Context: an optimization exercise on an open-source flow, tuned for small area, a short achievable clock period and few clock cycles per item. The choices shown serve that exercise and are no tape-out recipe.
The RTL was checked by simulation tests, not by an equivalence proof against the original design.

**flow/run.sh**
```bash
#!/bin/bash
# synth_recipe.tcl (not shown) runs the flow's synth.tcl, then flattens the netlist and writes it again
# the make line also repeats each setting of config.mk as NAME=value (left out here)
make -C /OpenROAD-flow-scripts/flow DESIGN_CONFIG=/design/flow/config.mk WORK_HOME=/design/flow/orfs CLKGATE_MAP_FILE= SYNTH_SCRIPT=/design/flow/synth_recipe.tcl finish
```
**flow/constraint.sdc**
```tcl
create_clock -name core_clock -period 9.0 [get_ports {clk_i}]
set_input_delay 1.8000 -clock core_clock [delete_from_list [all_inputs] [get_ports {clk_i}]]
set_output_delay 1.8000 -clock core_clock [all_outputs]
set_load 0.01 [all_outputs]
```
**flow/design.v**
```verilog
module disk_chs_lba_translate (
  input  logic        clk_i,
  input  logic        rst_ni,
  input  logic        in_valid_i,
  output logic        in_ready_o,
  input  logic        in_func_i,
  input  logic [15:0] in_cylinder_i,
  input  logic [7:0]  in_head_i,
  input  logic [7:0]  in_sector_i,
  input  logic [31:0] in_block_i,
  input  logic        in_wide_i,
  output logic        out_valid_o,
  input  logic        out_ready_i,
  output logic [31:0] out_block_o,
  output logic [15:0] out_cylinder_o,
  output logic [7:0]  out_head_o,
  output logic [7:0]  out_sector_o,
  output logic        out_addr_valid_o,
  input  logic        cfg_valid_i,
  output logic        cfg_ready_o,
  input  logic [7:0]  cfg_index_i,
  input  logic [15:0] cfg_value_i
);
  logic [11:0] cyl_cnt_q;
  logic [7:0]  head_cnt_q;
  logic [7:0]  sec_narrow_q;
  logic [7:0]  sec_wide_q;
  logic [15:0] sh_narrow_q;    
  logic [15:0] sh_wide_q;      
  logic [9:0]  s3_narrow_q;    
  logic [9:0]  s3_wide_q;      
  logic        sh_busy_q;
  logic [2:0]  sh_bit_q;
  assign cfg_ready_o = 1'b1;
  always_ff @(posedge clk_i or negedge rst_ni) begin
    if (!rst_ni) begin
      cyl_cnt_q    <= 12'd815;
      head_cnt_q   <= 8'd19;
      sec_narrow_q <= 8'd22;
      sec_wide_q   <= 8'd20;
      s3_narrow_q  <= 10'd66;
      s3_wide_q    <= 10'd60;
    end else if (cfg_valid_i) begin
      case (cfg_index_i)
        8'd0: cyl_cnt_q    <= cfg_value_i[11:0];
        8'd1: head_cnt_q   <= cfg_value_i[7:0];
        8'd2: begin
          sec_narrow_q <= cfg_value_i[7:0];
          s3_narrow_q  <= {2'd0, cfg_value_i[7:0]} + {1'b0, cfg_value_i[7:0], 1'b0};
        end
        8'd3: begin
          sec_wide_q   <= cfg_value_i[7:0];
          s3_wide_q    <= {2'd0, cfg_value_i[7:0]} + {1'b0, cfg_value_i[7:0], 1'b0};
        end
        default: ;
      endcase
    end
  end
  logic sh_start;
  assign sh_start = cfg_valid_i && (cfg_index_i[7:2] == 6'd0) && (cfg_index_i[1:0] != 2'd0);
  always_ff @(posedge clk_i or negedge rst_ni) begin
    if (!rst_ni) begin
      sh_narrow_q <= 16'd418;
      sh_wide_q   <= 16'd380;
      sh_busy_q   <= 1'b0;
      sh_bit_q    <= 3'd7;
    end else if (sh_start) begin
      sh_narrow_q <= '0;
      sh_wide_q   <= '0;
      sh_busy_q   <= 1'b1;
      sh_bit_q    <= 3'd7;
    end else if (sh_busy_q) begin
      sh_narrow_q <= {sh_narrow_q[14:0], 1'b0}
                   + (head_cnt_q[sh_bit_q] ? {8'd0, sec_narrow_q} : 16'd0);
      sh_wide_q   <= {sh_wide_q[14:0], 1'b0}
                   + (head_cnt_q[sh_bit_q] ? {8'd0, sec_wide_q} : 16'd0);
      sh_bit_q    <= sh_bit_q - 3'd1;
      sh_busy_q   <= sh_bit_q != 3'd0;
    end
  end
  function automatic logic [16:0] div_row16(input logic [15:0] r, input logic b,
                                           input logic [15:0] d);
    logic [16:0] t, dd, g, p, bo, df;
    logic g0_1, p0_1, g0_3, p0_3, g0_5, p0_5, g0_7, p0_7;
    logic g0_9, p0_9, g0_11, p0_11, g0_13, p0_13, g0_15, p0_15;
    logic g1_2, p1_2, g1_3, p1_3, g1_6, p1_6, g1_7, p1_7;
    logic g1_10, p1_10, g1_11, p1_11, g1_14, p1_14, g1_15, p1_15;
    logic g2_4, p2_4, g2_5, p2_5, g2_6, p2_6, g2_7, p2_7;
    logic g2_12, p2_12, g2_13, p2_13, g2_14, p2_14, g2_15, p2_15;
    logic g3_8, p3_8, g3_9, p3_9, g3_10, p3_10, g3_11, p3_11;
    logic g3_12, p3_12, g3_13, p3_13, g3_14, p3_14, g3_15, p3_15;
    logic g4_16, p4_16;
    t  = {r, b};
    dd = {1'b0, d};
    g  = ~t & dd;        
    p  = ~(t ^ dd);      
    g0_1 = g[1] | (p[1] & g[0]);
    p0_1 = p[1] & p[0];
    g0_3 = g[3] | (p[3] & g[2]);
    p0_3 = p[3] & p[2];
    g0_5 = g[5] | (p[5] & g[4]);
    p0_5 = p[5] & p[4];
    g0_7 = g[7] | (p[7] & g[6]);
    p0_7 = p[7] & p[6];
    g0_9 = g[9] | (p[9] & g[8]);
    p0_9 = p[9] & p[8];
    g0_11 = g[11] | (p[11] & g[10]);
    p0_11 = p[11] & p[10];
    g0_13 = g[13] | (p[13] & g[12]);
    p0_13 = p[13] & p[12];
    g0_15 = g[15] | (p[15] & g[14]);
    p0_15 = p[15] & p[14];
    g1_2 = g[2] | (p[2] & g0_1);
    p1_2 = p[2] & p0_1;
    g1_3 = g0_3 | (p0_3 & g0_1);
    p1_3 = p0_3 & p0_1;
    g1_6 = g[6] | (p[6] & g0_5);
    p1_6 = p[6] & p0_5;
    g1_7 = g0_7 | (p0_7 & g0_5);
    p1_7 = p0_7 & p0_5;
    g1_10 = g[10] | (p[10] & g0_9);
    p1_10 = p[10] & p0_9;
    g1_11 = g0_11 | (p0_11 & g0_9);
    p1_11 = p0_11 & p0_9;
    g1_14 = g[14] | (p[14] & g0_13);
    p1_14 = p[14] & p0_13;
    g1_15 = g0_15 | (p0_15 & g0_13);
    p1_15 = p0_15 & p0_13;
    g2_4 = g[4] | (p[4] & g1_3);
    p2_4 = p[4] & p1_3;
    g2_5 = g0_5 | (p0_5 & g1_3);
    p2_5 = p0_5 & p1_3;
    g2_6 = g1_6 | (p1_6 & g1_3);
    p2_6 = p1_6 & p1_3;
    g2_7 = g1_7 | (p1_7 & g1_3);
    p2_7 = p1_7 & p1_3;
    g2_12 = g[12] | (p[12] & g1_11);
    p2_12 = p[12] & p1_11;
    g2_13 = g0_13 | (p0_13 & g1_11);
    p2_13 = p0_13 & p1_11;
    g2_14 = g1_14 | (p1_14 & g1_11);
    p2_14 = p1_14 & p1_11;
    g2_15 = g1_15 | (p1_15 & g1_11);
    p2_15 = p1_15 & p1_11;
    g3_8 = g[8] | (p[8] & g2_7);
    p3_8 = p[8] & p2_7;
    g3_9 = g0_9 | (p0_9 & g2_7);
    p3_9 = p0_9 & p2_7;
    g3_10 = g1_10 | (p1_10 & g2_7);
    p3_10 = p1_10 & p2_7;
    g3_11 = g1_11 | (p1_11 & g2_7);
    p3_11 = p1_11 & p2_7;
    g3_12 = g2_12 | (p2_12 & g2_7);
    p3_12 = p2_12 & p2_7;
    g3_13 = g2_13 | (p2_13 & g2_7);
    p3_13 = p2_13 & p2_7;
    g3_14 = g2_14 | (p2_14 & g2_7);
    p3_14 = p2_14 & p2_7;
    g3_15 = g2_15 | (p2_15 & g2_7);
    p3_15 = p2_15 & p2_7;
    g4_16 = g[16] | (p[16] & g3_15);
    p4_16 = p[16] & p3_15;
    bo[0] = g[0];
    bo[1] = g0_1;
    bo[2] = g1_2;
    bo[3] = g1_3;
    bo[4] = g2_4;
    bo[5] = g2_5;
    bo[6] = g2_6;
    bo[7] = g2_7;
    bo[8] = g3_8;
    bo[9] = g3_9;
    bo[10] = g3_10;
    bo[11] = g3_11;
    bo[12] = g3_12;
    bo[13] = g3_13;
    bo[14] = g3_14;
    bo[15] = g3_15;
    bo[16] = g4_16;
    df[0] = t[0] ^ dd[0];
    for (int i = 1; i <= 16; i++) df[i] = t[i] ^ dd[i] ^ bo[i-1];
    div_row16 = bo[16] ? {1'b0, t[15:0]} : {1'b1, df[15:0]};
  endfunction
  function automatic logic [8:0] cmpsub10(input logic [9:0] t, input logic [9:0] d);
    logic [9:0] g, p, bo, df;
    logic g0_1, p0_1, g0_3, p0_3, g0_5, p0_5, g0_7, p0_7;
    logic g0_9, p0_9, g1_2, p1_2, g1_3, p1_3, g1_6, p1_6;
    logic g1_7, p1_7, g2_4, p2_4, g2_5, p2_5, g2_6, p2_6;
    logic g2_7, p2_7, g3_8, p3_8, g3_9, p3_9;
    g = ~t & d;
    p = ~(t ^ d);
    g0_1 = g[1] | (p[1] & g[0]);
    p0_1 = p[1] & p[0];
    g0_3 = g[3] | (p[3] & g[2]);
    p0_3 = p[3] & p[2];
    g0_5 = g[5] | (p[5] & g[4]);
    p0_5 = p[5] & p[4];
    g0_7 = g[7] | (p[7] & g[6]);
    p0_7 = p[7] & p[6];
    g0_9 = g[9] | (p[9] & g[8]);
    p0_9 = p[9] & p[8];
    g1_2 = g[2] | (p[2] & g0_1);
    p1_2 = p[2] & p0_1;
    g1_3 = g0_3 | (p0_3 & g0_1);
    p1_3 = p0_3 & p0_1;
    g1_6 = g[6] | (p[6] & g0_5);
    p1_6 = p[6] & p0_5;
    g1_7 = g0_7 | (p0_7 & g0_5);
    p1_7 = p0_7 & p0_5;
    g2_4 = g[4] | (p[4] & g1_3);
    p2_4 = p[4] & p1_3;
    g2_5 = g0_5 | (p0_5 & g1_3);
    p2_5 = p0_5 & p1_3;
    g2_6 = g1_6 | (p1_6 & g1_3);
    p2_6 = p1_6 & p1_3;
    g2_7 = g1_7 | (p1_7 & g1_3);
    p2_7 = p1_7 & p1_3;
    g3_8 = g[8] | (p[8] & g2_7);
    p3_8 = p[8] & p2_7;
    g3_9 = g0_9 | (p0_9 & g2_7);
    p3_9 = p0_9 & p2_7;
    bo[0] = g[0];
    bo[1] = g0_1;
    bo[2] = g1_2;
    bo[3] = g1_3;
    bo[4] = g2_4;
    bo[5] = g2_5;
    bo[6] = g2_6;
    bo[7] = g2_7;
    bo[8] = g3_8;
    bo[9] = g3_9;
    df[0] = t[0] ^ d[0];
    for (int i = 1; i < 10; i++) df[i] = t[i] ^ d[i] ^ bo[i-1];
    cmpsub10 = {~bo[9], df[7:0]};
  endfunction
  function automatic logic [9:0] div_row8r4(input logic [7:0] r, input logic [1:0] b,
                                            input logic [7:0] d, input logic [9:0] d3);
    logic [9:0] t;
    logic [8:0] c1, c2, c3;
    t  = {r, b};
    c1 = cmpsub10(t, {2'd0, d});
    c2 = cmpsub10(t, {1'b0, d, 1'b0});
    c3 = cmpsub10(t, d3);
    if (c3[8])      div_row8r4 = {2'd3, c3[7:0]};
    else if (c2[8]) div_row8r4 = {2'd2, c2[7:0]};
    else if (c1[8]) div_row8r4 = {2'd1, c1[7:0]};
    else            div_row8r4 = {2'd0, t[7:0]};
  endfunction
  logic [15:0] vld_q;
  logic       en;
  logic       skid_full_q;
  logic       out_vld_q;
  logic       en_out;
  assign en          = ~skid_full_q;
  assign en_out      = ~out_vld_q | out_ready_i;
  assign in_ready_o  = en & ~sh_busy_q;
  assign out_valid_o = out_vld_q;
  always_ff @(posedge clk_i or negedge rst_ni) begin
    if (!rst_ni) begin
      vld_q       <= '0;
      skid_full_q <= 1'b0;
      out_vld_q   <= 1'b0;
    end else begin
      if (en) begin
        vld_q <= {vld_q[14:0], in_valid_i & ~sh_busy_q};
      end
      if (skid_full_q) begin
        skid_full_q <= ~en_out;
      end else begin
        skid_full_q <= vld_q[15] & ~en_out;
      end
      if (en_out) begin
        out_vld_q <= skid_full_q | vld_q[15];
      end
    end
  end
  logic        func_in, wide_in, bad_in;
  logic [27:0] w_in;
  always_comb begin
    func_in = in_func_i;
    wide_in = in_wide_i;
    if (in_func_i) begin
      bad_in = in_wide_i ? (in_block_i[31:12] >= {4'd0, sh_wide_q})
                         : (in_block_i[31:12] >= {4'd0, sh_narrow_q});
      w_in   = in_block_i[27:0];
    end else begin
      bad_in = !((in_cylinder_i < {4'd0, cyl_cnt_q}) && (in_head_i < head_cnt_q)
                 && (in_wide_i ? (in_sector_i < sec_wide_q) : (in_sector_i < sec_narrow_q)));
      w_in   = {in_cylinder_i[11:0], in_head_i, in_sector_i};
    end
  end
  logic        func_c0, wide_c0, bad_c0;
  logic [27:0] w_c0;
  always_comb begin
    logic [7:0]  s_k;
    logic [15:0] sh_k;
    logic [27:0] v, f;
    logic [16:0] d16;
    logic [9:0]  d8;
    logic [9:0]  s3_k;
    func_c0 = func_in;
    wide_c0 = wide_in;
    bad_c0  = bad_in;
    s_k  = wide_in ? sec_wide_q : sec_narrow_q;
    sh_k = wide_in ? sh_wide_q : sh_narrow_q;
    s3_k = wide_in ? s3_wide_q : s3_narrow_q;
    v    = w_in;
    f    = '0;
    d16  = '0;
    d8   = '0;
    w_c0 = v;
  end
  logic        func_q0, wide_q0, bad_q0;
  logic [27:0] w_q0;
  always_ff @(posedge clk_i) begin
    if (en) begin
      func_q0 <= func_c0;
      wide_q0 <= wide_c0;
      bad_q0  <= bad_c0;
      w_q0    <= w_c0;
    end
  end
  logic        func_c1, wide_c1, bad_c1;
  logic [27:0] w_c1;
  always_comb begin
    logic [7:0]  s_k;
    logic [15:0] sh_k;
    logic [27:0] v, f;
    logic [16:0] d16;
    logic [9:0]  d8;
    logic [9:0]  s3_k;
    func_c1 = func_q0;
    wide_c1 = wide_q0;
    bad_c1  = bad_q0;
    s_k  = wide_q0 ? sec_wide_q : sec_narrow_q;
    sh_k = wide_q0 ? sh_wide_q : sh_narrow_q;
    s3_k = wide_q0 ? s3_wide_q : s3_narrow_q;
    v    = w_q0;
    f    = '0;
    d16  = '0;
    d8   = '0;
    d16 = div_row16(v[27:12], v[11], sh_k);
    v   = {(d16[16] && func_q0) ? d16[15:0] : v[26:11], v[10:0], func_q0 ? d16[16] : v[27]};
    w_c1 = v;
  end
  logic        func_q1, wide_q1, bad_q1;
  logic [27:0] w_q1;
  always_ff @(posedge clk_i) begin
    if (en) begin
      func_q1 <= func_c1;
      wide_q1 <= wide_c1;
      bad_q1  <= bad_c1;
      w_q1    <= w_c1;
    end
  end
  logic        func_c2, wide_c2, bad_c2;
  logic [27:0] w_c2;
  always_comb begin
    logic [7:0]  s_k;
    logic [15:0] sh_k;
    logic [27:0] v, f;
    logic [16:0] d16;
    logic [9:0]  d8;
    logic [9:0]  s3_k;
    func_c2 = func_q1;
    wide_c2 = wide_q1;
    bad_c2  = bad_q1;
    s_k  = wide_q1 ? sec_wide_q : sec_narrow_q;
    sh_k = wide_q1 ? sh_wide_q : sh_narrow_q;
    s3_k = wide_q1 ? s3_wide_q : s3_narrow_q;
    v    = w_q1;
    f    = '0;
    d16  = '0;
    d8   = '0;
    d16 = div_row16(v[27:12], v[11], sh_k);
    v   = {(d16[16] && func_q1) ? d16[15:0] : v[26:11], v[10:0], func_q1 ? d16[16] : v[27]};
    if (!func_q1) begin
      f = {w_q1[0], w_q1[27], w_q1[26], w_q1[25], w_q1[24], w_q1[23], w_q1[22], w_q1[21], w_q1[20], w_q1[19], w_q1[18], w_q1[17], w_q1[16], w_q1[15], w_q1[14], w_q1[13], w_q1[12], w_q1[11], w_q1[10], w_q1[9], w_q1[8], w_q1[7], w_q1[6], w_q1[5], w_q1[4], w_q1[3], w_q1[2], w_q1[1]};
      f = {f[27:10], 10'(f[8+:2] * s_k) + 10'(f[7:0])};
      v = {f[25], f[24], f[23], f[22], f[21], f[20], f[19], f[18], f[17], f[16], f[15], f[14], f[13], f[12], f[11], f[10], f[9], f[8], f[7], f[6], f[5], f[4], f[3], f[2], f[1], f[0], f[27], f[26]};
    end
    w_c2 = v;
  end
  logic        func_q2, wide_q2, bad_q2;
  logic [27:0] w_q2;
  always_ff @(posedge clk_i) begin
    if (en) begin
      func_q2 <= func_c2;
      wide_q2 <= wide_c2;
      bad_q2  <= bad_c2;
      w_q2    <= w_c2;
    end
  end
  logic        func_c3, wide_c3, bad_c3;
  logic [27:0] w_c3;
  always_comb begin
    logic [7:0]  s_k;
    logic [15:0] sh_k;
    logic [27:0] v, f;
    logic [16:0] d16;
    logic [9:0]  d8;
    logic [9:0]  s3_k;
    func_c3 = func_q2;
    wide_c3 = wide_q2;
    bad_c3  = bad_q2;
    s_k  = wide_q2 ? sec_wide_q : sec_narrow_q;
    sh_k = wide_q2 ? sh_wide_q : sh_narrow_q;
    s3_k = wide_q2 ? s3_wide_q : s3_narrow_q;
    v    = w_q2;
    f    = '0;
    d16  = '0;
    d8   = '0;
    d16 = div_row16(v[27:12], v[11], sh_k);
    v   = {(d16[16] && func_q2) ? d16[15:0] : v[26:11], v[10:0], func_q2 ? d16[16] : v[27]};
    if (!func_q2) begin
      f = {w_q2[1], w_q2[0], w_q2[27], w_q2[26], w_q2[25], w_q2[24], w_q2[23], w_q2[22], w_q2[21], w_q2[20], w_q2[19], w_q2[18], w_q2[17], w_q2[16], w_q2[15], w_q2[14], w_q2[13], w_q2[12], w_q2[11], w_q2[10], w_q2[9], w_q2[8], w_q2[7], w_q2[6], w_q2[5], w_q2[4], w_q2[3], w_q2[2]};
      f = {f[27:12], 10'(f[10+:2] * s_k) + 10'(f[9:2]), f[1:0]};
      v = {f[24], f[23], f[22], f[21], f[20], f[19], f[18], f[17], f[16], f[15], f[14], f[13], f[12], f[11], f[10], f[9], f[8], f[7], f[6], f[5], f[4], f[3], f[2], f[1], f[0], f[27], f[26], f[25]};
    end
    w_c3 = v;
  end
  logic        func_q3, wide_q3, bad_q3;
  logic [27:0] w_q3;
  always_ff @(posedge clk_i) begin
    if (en) begin
      func_q3 <= func_c3;
      wide_q3 <= wide_c3;
      bad_q3  <= bad_c3;
      w_q3    <= w_c3;
    end
  end
  logic        func_c4, wide_c4, bad_c4;
  logic [27:0] w_c4;
  always_comb begin
    logic [7:0]  s_k;
    logic [15:0] sh_k;
    logic [27:0] v, f;
    logic [16:0] d16;
    logic [9:0]  d8;
    logic [9:0]  s3_k;
    func_c4 = func_q3;
    wide_c4 = wide_q3;
    bad_c4  = bad_q3;
    s_k  = wide_q3 ? sec_wide_q : sec_narrow_q;
    sh_k = wide_q3 ? sh_wide_q : sh_narrow_q;
    s3_k = wide_q3 ? s3_wide_q : s3_narrow_q;
    v    = w_q3;
    f    = '0;
    d16  = '0;
    d8   = '0;
    d16 = div_row16(v[27:12], v[11], sh_k);
    v   = {(d16[16] && func_q3) ? d16[15:0] : v[26:11], v[10:0], func_q3 ? d16[16] : v[27]};
    if (!func_q3) begin
      f = {w_q3[2], w_q3[1], w_q3[0], w_q3[27], w_q3[26], w_q3[25], w_q3[24], w_q3[23], w_q3[22], w_q3[21], w_q3[20], w_q3[19], w_q3[18], w_q3[17], w_q3[16], w_q3[15], w_q3[14], w_q3[13], w_q3[12], w_q3[11], w_q3[10], w_q3[9], w_q3[8], w_q3[7], w_q3[6], w_q3[5], w_q3[4], w_q3[3]};
      f = {f[27:14], 10'(f[12+:2] * s_k) + 10'(f[11:4]), f[3:0]};
      v = {f[23], f[22], f[21], f[20], f[19], f[18], f[17], f[16], f[15], f[14], f[13], f[12], f[11], f[10], f[9], f[8], f[7], f[6], f[5], f[4], f[3], f[2], f[1], f[0], f[27], f[26], f[25], f[24]};
    end
    w_c4 = v;
  end
  logic        func_q4, wide_q4, bad_q4;
  logic [27:0] w_q4;
  always_ff @(posedge clk_i) begin
    if (en) begin
      func_q4 <= func_c4;
      wide_q4 <= wide_c4;
      bad_q4  <= bad_c4;
      w_q4    <= w_c4;
    end
  end
  logic        func_c5, wide_c5, bad_c5;
  logic [27:0] w_c5;
  always_comb begin
    logic [7:0]  s_k;
    logic [15:0] sh_k;
    logic [27:0] v, f;
    logic [16:0] d16;
    logic [9:0]  d8;
    logic [9:0]  s3_k;
    func_c5 = func_q4;
    wide_c5 = wide_q4;
    bad_c5  = bad_q4;
    s_k  = wide_q4 ? sec_wide_q : sec_narrow_q;
    sh_k = wide_q4 ? sh_wide_q : sh_narrow_q;
    s3_k = wide_q4 ? s3_wide_q : s3_narrow_q;
    v    = w_q4;
    f    = '0;
    d16  = '0;
    d8   = '0;
    d16 = div_row16(v[27:12], v[11], sh_k);
    v   = {(d16[16] && func_q4) ? d16[15:0] : v[26:11], v[10:0], func_q4 ? d16[16] : v[27]};
    if (!func_q4) begin
      f = {w_q4[3], w_q4[2], w_q4[1], w_q4[0], w_q4[27], w_q4[26], w_q4[25], w_q4[24], w_q4[23], w_q4[22], w_q4[21], w_q4[20], w_q4[19], w_q4[18], w_q4[17], w_q4[16], w_q4[15], w_q4[14], w_q4[13], w_q4[12], w_q4[11], w_q4[10], w_q4[9], w_q4[8], w_q4[7], w_q4[6], w_q4[5], w_q4[4]};
      f = {f[27:16], 10'(f[14+:2] * s_k) + 10'(f[13:6]), f[5:0]};
      v = {f[22], f[21], f[20], f[19], f[18], f[17], f[16], f[15], f[14], f[13], f[12], f[11], f[10], f[9], f[8], f[7], f[6], f[5], f[4], f[3], f[2], f[1], f[0], f[27], f[26], f[25], f[24], f[23]};
    end
    w_c5 = v;
  end
  logic        func_q5, wide_q5, bad_q5;
  logic [27:0] w_q5;
  always_ff @(posedge clk_i) begin
    if (en) begin
      func_q5 <= func_c5;
      wide_q5 <= wide_c5;
      bad_q5  <= bad_c5;
      w_q5    <= w_c5;
    end
  end
  logic        func_c6, wide_c6, bad_c6;
  logic [27:0] w_c6;
  always_comb begin
    logic [7:0]  s_k;
    logic [15:0] sh_k;
    logic [27:0] v, f;
    logic [16:0] d16;
    logic [9:0]  d8;
    logic [9:0]  s3_k;
    func_c6 = func_q5;
    wide_c6 = wide_q5;
    bad_c6  = bad_q5;
    s_k  = wide_q5 ? sec_wide_q : sec_narrow_q;
    sh_k = wide_q5 ? sh_wide_q : sh_narrow_q;
    s3_k = wide_q5 ? s3_wide_q : s3_narrow_q;
    v    = w_q5;
    f    = '0;
    d16  = '0;
    d8   = '0;
    d16 = div_row16(v[27:12], v[11], sh_k);
    v   = {(d16[16] && func_q5) ? d16[15:0] : v[26:11], v[10:0], func_q5 ? d16[16] : v[27]};
    if (!func_q5) begin
      f = {w_q5[4], w_q5[3], w_q5[2], w_q5[1], w_q5[0], w_q5[27], w_q5[26], w_q5[25], w_q5[24], w_q5[23], w_q5[22], w_q5[21], w_q5[20], w_q5[19], w_q5[18], w_q5[17], w_q5[16], w_q5[15], w_q5[14], w_q5[13], w_q5[12], w_q5[11], w_q5[10], w_q5[9], w_q5[8], w_q5[7], w_q5[6], w_q5[5]};
      f = {f[27:18], 18'(f[16+:2] * sh_k) + 18'(f[15:0])};
      v = {f[21], f[20], f[19], f[18], f[17], f[16], f[15], f[14], f[13], f[12], f[11], f[10], f[9], f[8], f[7], f[6], f[5], f[4], f[3], f[2], f[1], f[0], f[27], f[26], f[25], f[24], f[23], f[22]};
    end
    w_c6 = v;
  end
  logic        func_q6, wide_q6, bad_q6;
  logic [27:0] w_q6;
  always_ff @(posedge clk_i) begin
    if (en) begin
      func_q6 <= func_c6;
      wide_q6 <= wide_c6;
      bad_q6  <= bad_c6;
      w_q6    <= w_c6;
    end
  end
  logic        func_c7, wide_c7, bad_c7;
  logic [27:0] w_c7;
  always_comb begin
    logic [7:0]  s_k;
    logic [15:0] sh_k;
    logic [27:0] v, f;
    logic [16:0] d16;
    logic [9:0]  d8;
    logic [9:0]  s3_k;
    func_c7 = func_q6;
    wide_c7 = wide_q6;
    bad_c7  = bad_q6;
    s_k  = wide_q6 ? sec_wide_q : sec_narrow_q;
    sh_k = wide_q6 ? sh_wide_q : sh_narrow_q;
    s3_k = wide_q6 ? s3_wide_q : s3_narrow_q;
    v    = w_q6;
    f    = '0;
    d16  = '0;
    d8   = '0;
    d16 = div_row16(v[27:12], v[11], sh_k);
    v   = {(d16[16] && func_q6) ? d16[15:0] : v[26:11], v[10:0], func_q6 ? d16[16] : v[27]};
    if (!func_q6) begin
      f = {w_q6[5], w_q6[4], w_q6[3], w_q6[2], w_q6[1], w_q6[0], w_q6[27], w_q6[26], w_q6[25], w_q6[24], w_q6[23], w_q6[22], w_q6[21], w_q6[20], w_q6[19], w_q6[18], w_q6[17], w_q6[16], w_q6[15], w_q6[14], w_q6[13], w_q6[12], w_q6[11], w_q6[10], w_q6[9], w_q6[8], w_q6[7], w_q6[6]};
      f = {f[27:20], 18'(f[18+:2] * sh_k) + 18'(f[17:2]), f[1:0]};
      v = {f[20], f[19], f[18], f[17], f[16], f[15], f[14], f[13], f[12], f[11], f[10], f[9], f[8], f[7], f[6], f[5], f[4], f[3], f[2], f[1], f[0], f[27], f[26], f[25], f[24], f[23], f[22], f[21]};
    end
    w_c7 = v;
  end
  logic        func_q7, wide_q7, bad_q7;
  logic [27:0] w_q7;
  always_ff @(posedge clk_i) begin
    if (en) begin
      func_q7 <= func_c7;
      wide_q7 <= wide_c7;
      bad_q7  <= bad_c7;
      w_q7    <= w_c7;
    end
  end
  logic        func_c8, wide_c8, bad_c8;
  logic [27:0] w_c8;
  always_comb begin
    logic [7:0]  s_k;
    logic [15:0] sh_k;
    logic [27:0] v, f;
    logic [16:0] d16;
    logic [9:0]  d8;
    logic [9:0]  s3_k;
    func_c8 = func_q7;
    wide_c8 = wide_q7;
    bad_c8  = bad_q7;
    s_k  = wide_q7 ? sec_wide_q : sec_narrow_q;
    sh_k = wide_q7 ? sh_wide_q : sh_narrow_q;
    s3_k = wide_q7 ? s3_wide_q : s3_narrow_q;
    v    = w_q7;
    f    = '0;
    d16  = '0;
    d8   = '0;
    d16 = div_row16(v[27:12], v[11], sh_k);
    v   = {(d16[16] && func_q7) ? d16[15:0] : v[26:11], v[10:0], func_q7 ? d16[16] : v[27]};
    if (!func_q7) begin
      f = {w_q7[6], w_q7[5], w_q7[4], w_q7[3], w_q7[2], w_q7[1], w_q7[0], w_q7[27], w_q7[26], w_q7[25], w_q7[24], w_q7[23], w_q7[22], w_q7[21], w_q7[20], w_q7[19], w_q7[18], w_q7[17], w_q7[16], w_q7[15], w_q7[14], w_q7[13], w_q7[12], w_q7[11], w_q7[10], w_q7[9], w_q7[8], w_q7[7]};
      f = {f[27:22], 18'(f[20+:2] * sh_k) + 18'(f[19:4]), f[3:0]};
      v = {f[19], f[18], f[17], f[16], f[15], f[14], f[13], f[12], f[11], f[10], f[9], f[8], f[7], f[6], f[5], f[4], f[3], f[2], f[1], f[0], f[27], f[26], f[25], f[24], f[23], f[22], f[21], f[20]};
    end
    w_c8 = v;
  end
  logic        func_q8, wide_q8, bad_q8;
  logic [27:0] w_q8;
  always_ff @(posedge clk_i) begin
    if (en) begin
      func_q8 <= func_c8;
      wide_q8 <= wide_c8;
      bad_q8  <= bad_c8;
      w_q8    <= w_c8;
    end
  end
  logic        func_c9, wide_c9, bad_c9;
  logic [27:0] w_c9;
  always_comb begin
    logic [7:0]  s_k;
    logic [15:0] sh_k;
    logic [27:0] v, f;
    logic [16:0] d16;
    logic [9:0]  d8;
    logic [9:0]  s3_k;
    func_c9 = func_q8;
    wide_c9 = wide_q8;
    bad_c9  = bad_q8;
    s_k  = wide_q8 ? sec_wide_q : sec_narrow_q;
    sh_k = wide_q8 ? sh_wide_q : sh_narrow_q;
    s3_k = wide_q8 ? s3_wide_q : s3_narrow_q;
    v    = w_q8;
    f    = '0;
    d16  = '0;
    d8   = '0;
    d16 = div_row16(v[27:12], v[11], sh_k);
    v   = {(d16[16] && func_q8) ? d16[15:0] : v[26:11], v[10:0], func_q8 ? d16[16] : v[27]};
    if (!func_q8) begin
      f = {w_q8[7], w_q8[6], w_q8[5], w_q8[4], w_q8[3], w_q8[2], w_q8[1], w_q8[0], w_q8[27], w_q8[26], w_q8[25], w_q8[24], w_q8[23], w_q8[22], w_q8[21], w_q8[20], w_q8[19], w_q8[18], w_q8[17], w_q8[16], w_q8[15], w_q8[14], w_q8[13], w_q8[12], w_q8[11], w_q8[10], w_q8[9], w_q8[8]};
      f = {f[27:24], 18'(f[22+:2] * sh_k) + 18'(f[21:6]), f[5:0]};
      v = {f[18], f[17], f[16], f[15], f[14], f[13], f[12], f[11], f[10], f[9], f[8], f[7], f[6], f[5], f[4], f[3], f[2], f[1], f[0], f[27], f[26], f[25], f[24], f[23], f[22], f[21], f[20], f[19]};
    end
    w_c9 = v;
  end
  logic        func_q9, wide_q9, bad_q9;
  logic [27:0] w_q9;
  always_ff @(posedge clk_i) begin
    if (en) begin
      func_q9 <= func_c9;
      wide_q9 <= wide_c9;
      bad_q9  <= bad_c9;
      w_q9    <= w_c9;
    end
  end
  logic        func_c10, wide_c10, bad_c10;
  logic [27:0] w_c10;
  always_comb begin
    logic [7:0]  s_k;
    logic [15:0] sh_k;
    logic [27:0] v, f;
    logic [16:0] d16;
    logic [9:0]  d8;
    logic [9:0]  s3_k;
    func_c10 = func_q9;
    wide_c10 = wide_q9;
    bad_c10  = bad_q9;
    s_k  = wide_q9 ? sec_wide_q : sec_narrow_q;
    sh_k = wide_q9 ? sh_wide_q : sh_narrow_q;
    s3_k = wide_q9 ? s3_wide_q : s3_narrow_q;
    v    = w_q9;
    f    = '0;
    d16  = '0;
    d8   = '0;
    d16 = div_row16(v[27:12], v[11], sh_k);
    v   = {(d16[16] && func_q9) ? d16[15:0] : v[26:11], v[10:0], func_q9 ? d16[16] : v[27]};
    if (!func_q9) begin
      f = {w_q9[8], w_q9[7], w_q9[6], w_q9[5], w_q9[4], w_q9[3], w_q9[2], w_q9[1], w_q9[0], w_q9[27], w_q9[26], w_q9[25], w_q9[24], w_q9[23], w_q9[22], w_q9[21], w_q9[20], w_q9[19], w_q9[18], w_q9[17], w_q9[16], w_q9[15], w_q9[14], w_q9[13], w_q9[12], w_q9[11], w_q9[10], w_q9[9]};
      f = {f[27:26], 18'(f[24+:2] * sh_k) + 18'(f[23:8]), f[7:0]};
      v = {f[17], f[16], f[15], f[14], f[13], f[12], f[11], f[10], f[9], f[8], f[7], f[6], f[5], f[4], f[3], f[2], f[1], f[0], f[27], f[26], f[25], f[24], f[23], f[22], f[21], f[20], f[19], f[18]};
    end
    w_c10 = v;
  end
  logic        func_q10, wide_q10, bad_q10;
  logic [27:0] w_q10;
  always_ff @(posedge clk_i) begin
    if (en) begin
      func_q10 <= func_c10;
      wide_q10 <= wide_c10;
      bad_q10  <= bad_c10;
      w_q10    <= w_c10;
    end
  end
  logic        func_c11, wide_c11, bad_c11;
  logic [27:0] w_c11;
  always_comb begin
    logic [7:0]  s_k;
    logic [15:0] sh_k;
    logic [27:0] v, f;
    logic [16:0] d16;
    logic [9:0]  d8;
    logic [9:0]  s3_k;
    func_c11 = func_q10;
    wide_c11 = wide_q10;
    bad_c11  = bad_q10;
    s_k  = wide_q10 ? sec_wide_q : sec_narrow_q;
    sh_k = wide_q10 ? sh_wide_q : sh_narrow_q;
    s3_k = wide_q10 ? s3_wide_q : s3_narrow_q;
    v    = w_q10;
    f    = '0;
    d16  = '0;
    d8   = '0;
    d16 = div_row16(v[27:12], v[11], sh_k);
    v   = {(d16[16] && func_q10) ? d16[15:0] : v[26:11], v[10:0], func_q10 ? d16[16] : v[27]};
    if (!func_q10) begin
      f = {w_q10[9], w_q10[8], w_q10[7], w_q10[6], w_q10[5], w_q10[4], w_q10[3], w_q10[2], w_q10[1], w_q10[0], w_q10[27], w_q10[26], w_q10[25], w_q10[24], w_q10[23], w_q10[22], w_q10[21], w_q10[20], w_q10[19], w_q10[18], w_q10[17], w_q10[16], w_q10[15], w_q10[14], w_q10[13], w_q10[12], w_q10[11], w_q10[10]};
      f = {18'(f[26+:2] * sh_k) + 18'(f[25:10]), f[9:0]};
      v = {f[16], f[15], f[14], f[13], f[12], f[11], f[10], f[9], f[8], f[7], f[6], f[5], f[4], f[3], f[2], f[1], f[0], f[27], f[26], f[25], f[24], f[23], f[22], f[21], f[20], f[19], f[18], f[17]};
    end
    w_c11 = v;
  end
  logic        func_q11, wide_q11, bad_q11;
  logic [27:0] w_q11;
  always_ff @(posedge clk_i) begin
    if (en) begin
      func_q11 <= func_c11;
      wide_q11 <= wide_c11;
      bad_q11  <= bad_c11;
      w_q11    <= w_c11;
    end
  end
  logic        func_c12, wide_c12, bad_c12;
  logic [27:0] w_c12;
  always_comb begin
    logic [7:0]  s_k;
    logic [15:0] sh_k;
    logic [27:0] v, f;
    logic [16:0] d16;
    logic [9:0]  d8;
    logic [9:0]  s3_k;
    func_c12 = func_q11;
    wide_c12 = wide_q11;
    bad_c12  = bad_q11;
    s_k  = wide_q11 ? sec_wide_q : sec_narrow_q;
    sh_k = wide_q11 ? sh_wide_q : sh_narrow_q;
    s3_k = wide_q11 ? s3_wide_q : s3_narrow_q;
    v    = w_q11;
    f    = '0;
    d16  = '0;
    d8   = '0;
    d16 = div_row16(v[27:12], v[11], sh_k);
    v   = {(d16[16] && func_q11) ? d16[15:0] : v[26:11], v[10:0], func_q11 ? d16[16] : v[27]};
    w_c12 = v;
  end
  logic        func_q12, wide_q12, bad_q12;
  logic [27:0] w_q12;
  always_ff @(posedge clk_i) begin
    if (en) begin
      func_q12 <= func_c12;
      wide_q12 <= wide_c12;
      bad_q12  <= bad_c12;
      w_q12    <= w_c12;
    end
  end
  logic        func_c13, wide_c13, bad_c13;
  logic [27:0] w_c13;
  always_comb begin
    logic [7:0]  s_k;
    logic [15:0] sh_k;
    logic [27:0] v, f;
    logic [16:0] d16;
    logic [9:0]  d8;
    logic [9:0]  s3_k;
    func_c13 = func_q12;
    wide_c13 = wide_q12;
    bad_c13  = bad_q12;
    s_k  = wide_q12 ? sec_wide_q : sec_narrow_q;
    sh_k = wide_q12 ? sh_wide_q : sh_narrow_q;
    s3_k = wide_q12 ? s3_wide_q : s3_narrow_q;
    v    = w_q12;
    f    = '0;
    d16  = '0;
    d8   = '0;
    bad_c13 = bad_q12 | (func_q12 && !(v[11:0] < cyl_cnt_q));
    v   = {v[11:0], v[27:12]};
    d8  = div_row8r4(v[15:8], v[7:6], s_k, s3_k);
    v   = {v[27:16], (d8[9:8] != 2'd0 && func_q12) ? d8[7:0] : v[13:6], v[5:0], func_q12 ? d8[9:8] : v[15:14]};
    w_c13 = v;
  end
  logic        func_q13, wide_q13, bad_q13;
  logic [27:0] w_q13;
  always_ff @(posedge clk_i) begin
    if (en) begin
      func_q13 <= func_c13;
      wide_q13 <= wide_c13;
      bad_q13  <= bad_c13;
      w_q13    <= w_c13;
    end
  end
  logic        func_c14, wide_c14, bad_c14;
  logic [27:0] w_c14;
  always_comb begin
    logic [7:0]  s_k;
    logic [15:0] sh_k;
    logic [27:0] v, f;
    logic [16:0] d16;
    logic [9:0]  d8;
    logic [9:0]  s3_k;
    func_c14 = func_q13;
    wide_c14 = wide_q13;
    bad_c14  = bad_q13;
    s_k  = wide_q13 ? sec_wide_q : sec_narrow_q;
    sh_k = wide_q13 ? sh_wide_q : sh_narrow_q;
    s3_k = wide_q13 ? s3_wide_q : s3_narrow_q;
    v    = w_q13;
    f    = '0;
    d16  = '0;
    d8   = '0;
    d8  = div_row8r4(v[15:8], v[7:6], s_k, s3_k);
    v   = {v[27:16], (d8[9:8] != 2'd0 && func_q13) ? d8[7:0] : v[13:6], v[5:0], func_q13 ? d8[9:8] : v[15:14]};
    w_c14 = v;
  end
  logic        func_q14, wide_q14, bad_q14;
  logic [27:0] w_q14;
  always_ff @(posedge clk_i) begin
    if (en) begin
      func_q14 <= func_c14;
      wide_q14 <= wide_c14;
      bad_q14  <= bad_c14;
      w_q14    <= w_c14;
    end
  end
  logic        func_c15, wide_c15, bad_c15;
  logic [27:0] w_c15;
  always_comb begin
    logic [7:0]  s_k;
    logic [15:0] sh_k;
    logic [27:0] v, f;
    logic [16:0] d16;
    logic [9:0]  d8;
    logic [9:0]  s3_k;
    func_c15 = func_q14;
    wide_c15 = wide_q14;
    bad_c15  = bad_q14;
    s_k  = wide_q14 ? sec_wide_q : sec_narrow_q;
    sh_k = wide_q14 ? sh_wide_q : sh_narrow_q;
    s3_k = wide_q14 ? s3_wide_q : s3_narrow_q;
    v    = w_q14;
    f    = '0;
    d16  = '0;
    d8   = '0;
    d8  = div_row8r4(v[15:8], v[7:6], s_k, s3_k);
    v   = {v[27:16], (d8[9:8] != 2'd0 && func_q14) ? d8[7:0] : v[13:6], v[5:0], func_q14 ? d8[9:8] : v[15:14]};
    w_c15 = v;
  end
  logic        func_q15, wide_q15, bad_q15;
  logic [27:0] w_q15;
  always_ff @(posedge clk_i) begin
    if (en) begin
      func_q15 <= func_c15;
      wide_q15 <= wide_c15;
      bad_q15  <= bad_c15;
      w_q15    <= w_c15;
    end
  end
  logic        func_e, wide_e, bad_e;
  logic [27:0] w_e;
  always_comb begin
    logic [7:0]  s_k;
    logic [15:0] sh_k;
    logic [27:0] v, f;
    logic [16:0] d16;
    logic [9:0]  d8;
    logic [9:0]  s3_k;
    func_e = func_q15;
    wide_e = wide_q15;
    bad_e  = bad_q15;
    s_k  = wide_q15 ? sec_wide_q : sec_narrow_q;
    sh_k = wide_q15 ? sh_wide_q : sh_narrow_q;
    s3_k = wide_q15 ? s3_wide_q : s3_narrow_q;
    v    = w_q15;
    f    = '0;
    d16  = '0;
    d8   = '0;
    d8  = div_row8r4(v[15:8], v[7:6], s_k, s3_k);
    v   = {v[27:16], (d8[9:8] != 2'd0 && func_q15) ? d8[7:0] : v[13:6], v[5:0], func_q15 ? d8[9:8] : v[15:14]};
    w_e = v;
  end
  logic        skid_func_q, skid_bad_q;
  logic [27:0] skid_w_q;
  logic        func_o, ok_o;
  logic [27:0] w_o;
  logic [27:0] blk_o;
  always_ff @(posedge clk_i) begin
    if (!skid_full_q) begin
      skid_func_q <= func_e;
      skid_bad_q  <= bad_e;
      skid_w_q    <= w_e;
    end
  end
  assign func_o = skid_full_q ? skid_func_q : func_e;
  assign ok_o   = !(skid_full_q ? skid_bad_q : bad_e);
  assign w_o    = skid_full_q ? skid_w_q : w_e;
  assign blk_o  = {w_o[27], w_o[26], w_o[25], w_o[24], w_o[23], w_o[22], w_o[21], w_o[20], w_o[19], w_o[18], w_o[17], w_o[16], w_o[7], w_o[6], w_o[5], w_o[4], w_o[3], w_o[2], w_o[1], w_o[0], w_o[15], w_o[14], w_o[13], w_o[12], w_o[11], w_o[10], w_o[9], w_o[8]};
  always_ff @(posedge clk_i) begin
    if (en_out) begin
      out_block_o      <= '0;
      out_cylinder_o   <= '0;
      out_head_o       <= '0;
      out_sector_o     <= '0;
      out_addr_valid_o <= ok_o;
      if (!func_o) begin
        out_block_o <= ok_o ? {4'd0, blk_o} : '1;
      end else if (ok_o) begin
        out_cylinder_o <= {4'd0, w_o[27:16]};
        out_head_o     <= w_o[7:0];
        out_sector_o   <= w_o[15:8];
      end else begin
        out_cylinder_o <= '1;
        out_head_o     <= '1;
        out_sector_o   <= '1;
      end
    end
  end
endmodule
```
**flow/config.mk**
```make
export PLATFORM = sky130hd
export DESIGN_NAME = disk_chs_lba_translate
export DESIGN_NICKNAME = disk_chs_lba_translate
export VERILOG_FILES = /design/flow/design.v
export SDC_FILE = /design/flow/constraint.sdc
export NUM_CORES = 4
export LEC_CHECK = 0
export ABC_AREA = 1
export CAP_MARGIN = 20
export CORE_MARGIN = 2
export CORE_UTILIZATION = 40
export SETUP_SLACK_MARGIN = 5
export SLEW_MARGIN = 20
```
==> results of run 1 <==
==> synthesized netlist by cell type, drive strengths merged, types with 40 or more instances <==
cell type and count:
ha 515, a21o 50, o21ai 688, nand2 1871, buf 51, fa 211, dfrtp 74, xnor2 69
inv 1060, xor2 92, nand3 368, or2 40, clkbuf 158, edfxtp 555, a21oi 387, nand4 42
nor2 405
==> cell type report <==
class / instances / area [sq um]
diodes: 1 / 2.50
clock buffers: 106 / 2240
clock inverters: 45 / 663
fillers: 13500 / 75200
inverters: 1068 / 4070
multi-input cells: 4940 / 30600
flip-flops and latches: 693 / 20000
well taps: 1794 / 2240
repair buffers: 278 / 2520
repair inverters: 1 / 7.51
==> timing repair <==
action | CTS | global route
endpoints found under the setup margin | 129 | 170
buffers inserted | 17 | 51
gates resized for setup | 39 | 62
cloned | 1 | 0
pin swaps | 0 | 2
hold buffers | 0 | 0
==> layer usage <==
layer / up-vias / wire length [microns] / share of wire [%] / track usage [%]
li1: 22900 / - / - / -
met2: 1552 / 74600 / 45 / 37.1
met5: - / 18 / 0.011 / 0
met4: 2 / 5180 / 3.1 / 7.02
met3: 262 / 12100 / 7.2 / 3.56
met1: 22100 / 75100 / 45 / 32.2
==> worst min-delay path by stage <==
stage                      start           endpoint  slack [ns]  cells past startpoint
6_report       w_q6[1]$_DFFE_PN_  w_q7[2]$_DFFE_PN_        0.40                      0
5_1_grt         bad_q1$_DFFE_PN_   bad_q2$_DFFE_PN_        0.42                      0
4_1_cts        w_q6[1]$_DFFE_PN_  w_q7[2]$_DFFE_PN_        0.40                      0
3_3_place_gp   w_q6[6]$_DFFE_PN_  w_q7[7]$_DFFE_PN_        0.40                      0
2_1_floorplan   bad_q0$_DFFE_PN_   bad_q1$_DFFE_PN_        0.40                      0
3_5_place_dp   bad_q10$_DFFE_PN_  bad_q11$_DFFE_PN_        0.40                      0
==> kinds of logic (layout without fill, tap and decap cells) <==
kind of cell / Yosys count / count (layout)
xor gates and xnor gates: 161 / 161
adders and majority gates: 726 / 726
AOI/OAI and AO/OA: 1273 / 1273
buffers and inverters: 1277 / 1498
and+or+nand+nor: 2779 / 2779
DFF: 693 / 693
other: 1 / 2
==> metrics by stage <==
step | worst slack [ns] | cell area [sq um]
floorplan | 5.34 | 55500
global placement | 4.09 | 58800
detailed placement | 4.05 | 58800
CTS | 4.93 | 61900
global route | 4.99 | 62400
finish | 5.10 | 62400
==> results.txt, run 1 <==
I/O pins=163; crit path from=skid_full_q$_DFF_PN0_; Min Clock Period, post-route=3.90 ns; CTS tree=yes; most common cell after layout, fill and taps aside=nand2_1; Initial Utilization=40.3%; largest family of logic cells by synthesized area=simple AND/OR/NAND/NOR gates; DRT antenna net count=0; final-report hold violation count=0; Worst EP arrival=2.10 ns; status=timing/DRC/antenna clean; drt first pass iters=8; Hold WC Path Type=flop to flop; most frequent cells in the layout=nand2_1 (1831), inv_1 (1036), o21ai_0 (575); Fin Clk Skew=0.0580 ns; max reg flops=29; # setup viols final=0; vias in the first global route=43700; grt ovf=0; largest net degree at the start of global routing=107; vias per inst=5.25; Slew Limit Fails=0; setup TNS=0 ns; vias=46900; Unique masters post-synth=67; Placed Cells=8705; top cell family by delay on the critical path=buffers and inverters; worst-margin pin slew=0.954 ns; post-synthesis sequential area ratio=36.1%; worst-case reg-to-reg path depth=17; complex-gate fraction of the synthesized area=12.7%; num rows=136; Post-Route Utilization=45.3%; WP buf/inv=2; Synth area leaders=edfxtp_1 (30%), nand2_1 (12%), ha_1 (12%); warnings from Yosys=1; synthesized area=0.0555 sq mm; GP Congestion=0.944; Starting DRT DRC Count=4067; core area=0.138 sq mm; Worst-Skew Late Latency=0.73 ns; Crit path depth=3; Mapped Avg Cell Area=8.03 sq um; clock-pin slew of the registers on the worst-case setup and hold paths=0.06 ns; Non-Filler Instances=8926; Slew headroom=36.3%; maximum clock path buffer count=3; simple-gate share of the synthesized area=20.6%; unrepaired setup endpoints after global routing=false; post-synth top area share=30.0%; cell taking the most area after synthesis=edfxtp_1; highest clock rate=256 MHz; Total Routing Usage GR=23.2%; initial antenna violation count=3; global-route wire length before repair=253000 microns; flop and latch count out of synthesis=693; largest reg by FF count=out_block_o; DRC violations left=0; final wirelength=167000 microns; number of synthesized flops with an enable pin=555; Total Nets Final=7884; synthesis-to-finish area growth=12.4%; Required @ worst endpoint=7.20 ns; detailed placement HPWL=125000 microns; crit path cell chain=buf_6, nor2_2, clkdlybuf4s50_1; r2r endpoint=w_q6[22]$_DFFE_PN_; drt wl/cell=18.7 microns; Port Buffers=157; max_cap viols=0; slowest CP cell=clkdlybuf4s50_1; die area=0.142 sq mm; r2r startpoint=sh_wide_q[2]$_DFFE_PN1P_; CTS Buf Count=81; r2r setup slk=5.22 ns; Adder-Cell Fraction of Synth Area=19.2%; Top FF cell, synth=edfxtp_1; mux cell area share after synthesis=0%; XOR/XNOR share of the synthesized area=2.54%; Die W=377 microns; Cells after Synth=6910; H-tree depth=3; Max Fanout on Critical Path=49; ys async rst share=15.6%; kind of critical path=flop to primary output; Syn Nets=7731; Worst Setup End Kind=primary output; share of cells above drive strength 1=6.58%; CTS root buffer=clkbuf_16; CP max stage delay=0.56 ns; CP Capture Point=in_ready_o; # clock sinks=693; crit start category=flop; final cycle utilization of the critical path=43.3%; Worst Hold Margin=0.398 ns; Die Y=377 microns
Testbench counts, summed over its fixed seeds: cycles 12,182, items 12,000.
==> run 2, diff against run 1 <==
--- a/flow/config.mk
+++ b/flow/config.mk
@@ -9,5 +9,7 @@
 export CAP_MARGIN = 20
 export CORE_MARGIN = 2
 export CORE_UTILIZATION = 40
+export CTS_CLUSTER_DIAMETER = 60
+export CTS_CLUSTER_SIZE = 30
 export SETUP_SLACK_MARGIN = 5
 export SLEW_MARGIN = 20
==> run 2 against run 1 <==
Maximum frequency grew 0.12%. Highest routed layer unchanged. Via count shrank 0.41%. Largest cell class unchanged. Non-clock buffer count decreased by 3. Sequential cell count did not move. Die area unchanged. Critical path type is now flop to flop. Hold slack better by 0.0082 ns.
==> results.txt, run 2 <==
number of diodes=0 (was 1); Die W=377 microns (unchanged); most frequent cells in the layout=nand2_1 (1831), inv_1 (1035), o21ai_0 (578) (was nand2_1 (1831), inv_1 (1036), o21ai_0 (575)); detailed placement HPWL=125000 microns (unchanged); final wirelength=167000 microns (about the same); share of cells above drive strength 1=6.53% (was 6.58%); num rows=136 (unchanged); Cells after Synth=6910 (unchanged); crit path cell chain=inv_1, buf_4, o21ai_0, ha_1, or2_1, nand2_1, inv_1, fa_1, xor2_1, nand3_1, nand2_1, inv_1, nand2_1, nand3_1, nand3_1, nand3_1, nand2_1, inv_1 (was buf_6, nor2_2, clkdlybuf4s50_1); drt first pass iters=9 (was 8); Slew Limit Fails=0 (unchanged); cell taking the most area after synthesis=edfxtp_1 (unchanged); H-tree depth=3 (unchanged); Fin Clk Skew=0.0493 ns (was 0.0580 ns); Starting DRT DRC Count=4092 (was 4067); final cycle utilization of the critical path=43.3% (about the same); initial antenna violation count=4 (was 3); highest clock rate=257 MHz (was 256 MHz); Slew headroom=25.5% (was 36.3%); synthesis-to-finish area growth=11.9% (was 12.4%); r2r endpoint=out_block_o[5]$_SDFFCE_PP0N_ (was w_q6[22]$_DFFE_PN_); worst-case reg-to-reg path depth=18 (was 17); most common cell in the netlist=nand2_1 (unchanged); most common cell after layout, fill and taps aside=nand2_1 (unchanged); Total Nets Final=7872 (was 7884); kind of critical path=flop to flop (was flop to primary output); max_cap viols=0 (unchanged); number of synthesized flops with an enable pin=555 (unchanged); maximum clock path buffer count=3 (unchanged); Hold WC Path Type=flop to flop (unchanged); clock-pin slew of the registers on the worst-case setup and hold paths=0.09 ns (was 0.06 ns); final worst slack=5.11 ns (was 5.10 ns); Post-Route Utilization=45.1% (was 45.3%); drt wl/cell=18.7 microns (about the same); most frequent cells after synthesis=nand2_1 (1836), inv_1 (1047), o21ai_0 (622) (unchanged); storage element area=0.0200 sq mm (about the same); vias per inst=5.24 (was 5.25); Worst EP arrival=4.36 ns (was 2.10 ns); worst-margin pin slew=1.11 ns (was 0.954 ns); CP max stage delay=0.87 ns (was 0.56 ns); # fillers=13500 (about the same); CTS root buffer=clkbuf_16 (unchanged); Port Buffers=157 (unchanged); setup TNS=0 ns (unchanged); GP Congestion=0.944 (unchanged); ys async rst share=15.6% (unchanged); # clock sinks=693 (unchanged); Synth area leaders=edfxtp_1 (30%), nand2_1 (12%), ha_1 (12%) (unchanged); slowest CP cell=o21ai_0 (was clkdlybuf4s50_1); post-layout instance area=0.0621 sq mm (was 0.0624 sq mm); Max Fanout on Critical Path=8 (was 49); Unique masters post-synth=67 (unchanged); core area=0.138 sq mm (unchanged); post-synth top area share=30.0% (unchanged); Total Routing Usage GR=23.2% (about the same); Initial Utilization=40.3% (unchanged); status=timing/DRC/antenna clean (unchanged); die area=0.142 sq mm (unchanged); unrepaired setup endpoints after global routing=false (unchanged); Min Clock Period, post-route=3.89 ns (was 3.90 ns); Placed Area=0.0588 sq mm (unchanged); area of the multi-input gates=0.0306 sq mm (about the same); Non-Filler Instances=8905 (was 8926); synthesized area=0.0555 sq mm (unchanged); max reg flops=29 (unchanged); Placement Setup Slack=4.05 ns (unchanged); Worst-Skew Late Latency=0.70 ns (was 0.73 ns); largest net degree at the start of global routing=107 (unchanged); DRC violations left=0 (unchanged); hold_buf cts=0 (unchanged); Placed Cells=8705 (unchanged); grt ovf=0 (unchanged); # setup viols final=0 (unchanged); flop and latch count out of synthesis=693 (unchanged); Top FF cell, synth=edfxtp_1 (unchanged); vias=46700 (was 46900); Worst Hold Margin=0.406 ns (was 0.398 ns); CTS tree=yes (unchanged); r2r startpoint=sec_narrow_q[2]$_DFFE_PN1P_ (was sh_wide_q[2]$_DFFE_PN1P_); Mapped Avg Cell Area=8.03 sq um (unchanged); r2r setup slk=5.11 ns (was 5.22 ns); crit path from=sec_narrow_q[2]$_DFFE_PN1P_ (was skid_full_q$_DFF_PN0_); post-synthesis sequential area ratio=36.1% (unchanged); crit start category=flop (unchanged); Worst Setup End Kind=flop (was primary output); DRT antenna net count=0 (unchanged); CP Capture Point=out_block_o[5]$_SDFFCE_PP0N_ (was in_ready_o); largest reg by FF count=out_block_o (unchanged); I/O pins=163 (unchanged); CTS Buf Count=72 (was 81); global-route wire length before repair=253000 microns (about the same); vias in the first global route=43700 (about the same); warnings from Yosys=1 (unchanged); hold_sp=w_q6[2]$_DFFE_PN_ (was w_q6[1]$_DFFE_PN_); Die Y=377 microns (unchanged); Required @ worst endpoint=9.47 ns (was 7.20 ns); Syn Nets=7731 (unchanged); final-report hold violation count=0 (unchanged)
[run 2: layer usage]
| layer | vias up | share of wire (%) | global-route usage, % |
|---|---|---|---|
| li1 | 22900 | - | - |
| met1 | 21900 | 44 | 31.9 |
| met2 | 1556 | 44 | 36.7 |
| met3 | 296 | 8.0 | 4.05 |
| met4 | 4 | 3.8 | 7.89 |
| met5 | - | 0.014 | 0 |
[run 2: repair_timing]
item                       in CTS  in global routing
setup endpoints to repair     124                180
gates resized for setup        36                 62
gates cloned                    1                  0
pin swaps                       0                  2
buffers inserted               18                 47
[run 2: area by class of cell]
cell class                      instances  area share, %
Clock buffer                           82           3.06
Clock inverter                         52           1.13
Inverter                             1068           6.55
Multi-Input combinational cell       4940           49.3
Sequential cell                       693           32.3
Tap cell                             1794           3.61
Timing Repair Buffer                  275           4.04
Timing Repair inverter                  1         0.0121
[run 2: kinds of logic (layout without fill, tap and decap cells)]
family,count (synthesis),in the layout,share of synthesized area [%]
AO/OA/AOI/OAI,1273,1273,12.7
XOR/XNOR,161,161,2.54
adder cells (fa/ha/maj),726,726,19.2
buffers and inverters,1277,1478,8.92
flip-flops,693,693,36.1
other,1,1,0.00676
AND/OR/NAND/NOR,2779,2779,20.6
[run 2: worst min path at each step]
stage / end / cells after the start
floorplan: bad_q1$_DFFE_PN_ / 0
global placement: w_q7[7]$_DFFE_PN_ / 0
detailed placement: bad_q11$_DFFE_PN_ / 0
CTS: w_q13[4]$_DFFE_PN_ / 0
global route: w_q13[4]$_DFFE_PN_ / 0
finish: w_q7[3]$_DFFE_PN_ / 0
[run 2: worst max-delay path, delay by kind of cell, from the launching register on]
kind	cells	cell delay [ns]
AO/OA/AOI/OAI	1	0.87
XOR/XNOR	1	0.15
adder cells (fa/ha/maj)	2	0.78
buffers and inverters	5	0.43
flip-flops	1	0.51
AND/OR/NAND/NOR	9	0.93
==> run 3, diff against run 2 <==
--- a/flow/config.mk
+++ b/flow/config.mk
@@ -6,10 +6,8 @@
 export NUM_CORES = 4
 export LEC_CHECK = 0
 export ABC_AREA = 1
-export CAP_MARGIN = 20
+export CAP_MARGIN = 10
 export CORE_MARGIN = 2
 export CORE_UTILIZATION = 40
-export CTS_CLUSTER_DIAMETER = 60
-export CTS_CLUSTER_SIZE = 30
 export SETUP_SLACK_MARGIN = 5
-export SLEW_MARGIN = 20
+export SLEW_MARGIN = 10
==> run 3 against run 2 <==
Final area increased by 0.47%. Still clean. Setup slack better by 0.0023 ns. Utilization is 0.21 points higher. Count of clock-buffer cells in the layout rose by 27. Hold slack worse by 0.0092 ns. Final cell count up 0.22%. Critical endpoint is now in_ready_o. Sequential cell count stayed put.
==> results.txt, run 3 <==
status=timing/DRC/antenna clean (unchanged); share of cells above drive strength 1=6.51% (was 6.53%); highest clock rate=257 MHz (about the same); most common cell after layout, fill and taps aside=nand2_1 (unchanged); synthesis-to-finish area growth=12.4% (was 11.9%); Port Buffers=157 (unchanged); crit start category=flop (unchanged); cell taking the most area after synthesis=edfxtp_1 (unchanged); Max Fanout on Critical Path=49 (was 8); initial antenna violation count=3 (was 4); most common cell in the netlist=nand2_1 (unchanged); CTS tree=yes (unchanged); Total Nets Final=7882 (was 7872); max reg flops=29 (unchanged); WHS Path Cells=0 (unchanged); most frequent cells in the layout=nand2_1 (1831), inv_1 (1037), o21ai_0 (575) (was nand2_1 (1831), inv_1 (1035), o21ai_0 (578)); Min Clock Period, post-route=3.89 ns (about the same); die area=0.142 sq mm (unchanged); clock-pin slew of the registers on the worst-case setup and hold paths=0.06 ns (was 0.09 ns); Top FF cell, synth=edfxtp_1 (unchanged); CTS root buffer=clkbuf_16 (unchanged); most frequent cells after synthesis=nand2_1 (1836), inv_1 (1047), o21ai_0 (622) (unchanged); number of synthesized flops with an enable pin=555 (unchanged); num rows=136 (unchanged); grt ovf=0 (unchanged); warnings from Yosys=1 (unchanged); final cycle utilization of the critical path=43.2% (was 43.3%); Worst-Skew Late Latency=0.71 ns (was 0.70 ns); kind of critical path=flop to primary output (was flop to flop); Die Y=377 microns (unchanged); final wirelength=166000 microns (was 167000 microns); Required @ worst endpoint=7.20 ns (was 9.47 ns); r2r setup slk=5.16 ns (was 5.11 ns); Total Routing Usage GR=23.2% (about the same); largest net degree at the start of global routing=107 (unchanged); setup TNS=0 ns (unchanged); post-synth top area share=30.0% (unchanged); final-report hold violation count=0 (unchanged); Placement Setup Slack=4.11 ns (was 4.05 ns); Cells after Synth=6910 (unchanged); synthesized area=0.0555 sq mm (unchanged); hold endpoint=w_q1[7]$_DFFE_PN_ (was w_q7[3]$_DFFE_PN_); detailed placement HPWL=125000 microns (about the same); H-tree depth=3 (unchanged); Unique masters post-synth=67 (unchanged); global-route wire length before repair=253000 microns (about the same); max_cap viols=0 (unchanged); Slew headroom=25.6% (was 25.5%); I/O pins=163 (unchanged); worst-case reg-to-reg path depth=14 (was 18); # setup viols final=0 (unchanged); flop and latch count out of synthesis=693 (unchanged); DRT antenna net count=0 (unchanged); worst-margin pin slew=1.10 ns (was 1.11 ns); maximum clock path buffer count=3 (unchanged); CTS Buf Count=81 (was 72); post-synthesis sequential area ratio=36.1% (unchanged); Mapped Avg Cell Area=8.03 sq um (unchanged); Synth area leaders=edfxtp_1 (30%), nand2_1 (12%), ha_1 (12%) (unchanged); Fin Clk Skew=0.0502 ns (was 0.0493 ns); drt first pass iters=8 (was 9); vias per inst=5.24 (about the same); vias=46700 (about the same); vias in the first global route=43600 (was 43700); hold_sp=w_q0[6]$_DFFE_PN_ (was w_q6[2]$_DFFE_PN_); Starting DRT DRC Count=3877 (was 4092); Hold WC Path Type=flop to flop (unchanged); Initial Utilization=40.3% (unchanged); final worst slack=5.11 ns (about the same); Slew Limit Fails=0 (unchanged); drt wl/cell=18.6 microns (was 18.7 microns); largest reg by FF count=out_block_o (unchanged); unrepaired setup endpoints after global routing=true (was false); Worst Setup End Kind=primary output (was flop); # clock sinks=693 (unchanged); Worst EP arrival=2.09 ns (was 4.36 ns); r2r startpoint=wide_q6$_DFFE_PN_ (was sec_narrow_q[2]$_DFFE_PN1P_); core area=0.138 sq mm (unchanged); r2r endpoint=w_q7[23]$_DFFE_PN_ (was out_block_o[5]$_SDFFCE_PP0N_); DRC violations left=0 (unchanged); GP Congestion=0.944 (unchanged); Syn Nets=7731 (unchanged); Die W=377 microns (unchanged); ys async rst share=15.6% (unchanged)
## run 3: cell types whose count changed in the layout (fill, tap and decap cells not counted), sizes merged
cell,delta
clkbuf,+28
inv,-24
clkinv,+13
bufinv,+4
clkinvlp,-2
diode,+1
## run 3: worst max path at each step
| stage | cells past startpoint | endpoint | startpoint | slack [ns] |
|---|---|---|---|---|
| final | 3 | in_ready_o | skid_full_q$_DFF_PN0_ | 5.11 |
| after global routing | 16 | w_q10[1]$_DFFE_PN_ | wide_q9$_DFFE_PN_ | 4.98 |
| after CTS | 15 | w_q6[22]$_DFFE_PN_ | sh_wide_q[3]$_DFFE_PN1P_ | 4.93 |
| after detailed placement | 9 | sh_narrow_q[7]$_DFFE_PN1P_ | cfg_index_i[5] | 4.11 |
| after global placement | 9 | sh_wide_q[12]$_DFFE_PN0P_ | cfg_index_i[5] | 4.09 |
| after floorplan | 3 | bad_q0$_DFFE_PN_ | skid_full_q$_DFF_PN0_ | 5.34 |
## run 3: metrics by stage
step | util, % | area (sq um) | hold slack (ns) | cells
6_report | 45.3 | 62400 | 0.397 | 8925
5_1_grt | 45.3 | 62400 | 0.410 | 8924
4_1_cts | 44.9 | 61900 | 0.391 | 8873
3_5_place_dp | 42.7 | 58800 | 0.405 | 8704
3_3_place_gp | 42.7 | 58800 | 0.401 | 8704
2_1_floorplan | - | 55500 | 0.400 | 6910
## run 3: area by class of cell
type | count | area [sq um]
Inverter | 1068 | 4060
Multi-Input combinational cell | 4940 | 30700
Clock buffer | 109 | 2310
Fill cell | 13500 | 75300
Sequential cell | 693 | 20000
Timing Repair inverter | 1 | 7.51
Timing Repair Buffer | 276 | 2500
Antenna cell | 1 | 2.50
Clock inverter | 43 | 569
Tap cell | 1794 | 2240
## run 3: kinds of logic after synthesis
group,after synthesis,share of synthesized area (%)
AO/OA/AOI/OAI,1273,12.7
XOR/XNOR,161,2.54
adder cells (fa/ha/maj),726,19.2
buffers and inverters,1277,8.92
flip-flops,693,36.1
other,1,0.00676
AND/OR/NAND/NOR,2779,20.6
## run 3: per-layer routing
| metal | up-vias | global-route usage (%) | part of all wire [%] | wire length (microns) |
|---|---|---|---|---|
| met3 | 277 | 3.64 | 7.2 | 11900 |
| met2 | 1547 | 36.8 | 44 | 74000 |
| met4 | 2 | 6.97 | 3.2 | 5330 |
| met1 | 22000 | 32.4 | 45 | 75100 |
| li1 | 22900 | - | - | - |
| met5 | - | 0 | 0.011 | 18 |
## run 3: critical path, stage by stage, from the launching register on
cell and delay (ns):
dfrtp_1 0.37, buf_6 0.23, nor2_2 0.21, clkdlybuf4s50_1 0.56
## run 3: what timing repair did
item / CTS / global route
gates resized for setup: 36 / 69
gates cloned: 1 / 0
endpoints found under the hold margin: 0 / 0
setup buffers: 16 / 51
hold buffers: 0 / 0
setup endpoints to repair: 125 / 169

afterwards: timing with drivers on the ports:
The results above use ideal ports. As a check the final layouts listed here were re-extracted and re-timed, cells and wires unchanged.
Step 1 (the two cells are an assumption about what drives the block):
set clk [get_ports {clk_i}]
set_driving_cell -lib_cell sky130_fd_sc_hd__clkbuf_16 $clk
set_driving_cell -lib_cell sky130_fd_sc_hd__buf_2 [delete_from_list [all_inputs] $clk]
Step 2 adds t to the input delays and takes it off the output delays; t is the mean of the earliest and latest rising clock arrival at the registers after step 1. Input paths then give back, and output paths get back, about the clock's delay inside the block.
Three values: ideal, step 1, step 2; two values: the first two.
| run | t, ns | slack for setup (ns) | slew at the worst register clock pin (ns) | cell pins on the clock port's net |
|---|---|---|---|---|
| run 1 | 0.774 | 5.101 / 5.024 / 4.488 | 0.06 / 0.06 | 1 |
| run 2 | 0.751 | 5.105 / 5.031 / 4.432 | 0.09 / 0.09 | 1 |
| run 3 | 0.762 | 5.108 / 5.033 / 4.492 | 0.07 / 0.07 | 1 |
After both steps setup and hold are still met in every run listed. For run 2, which loses most, drivers alone change the setup slack by -0.074 ns; drivers and shift together by -0.673 ns.
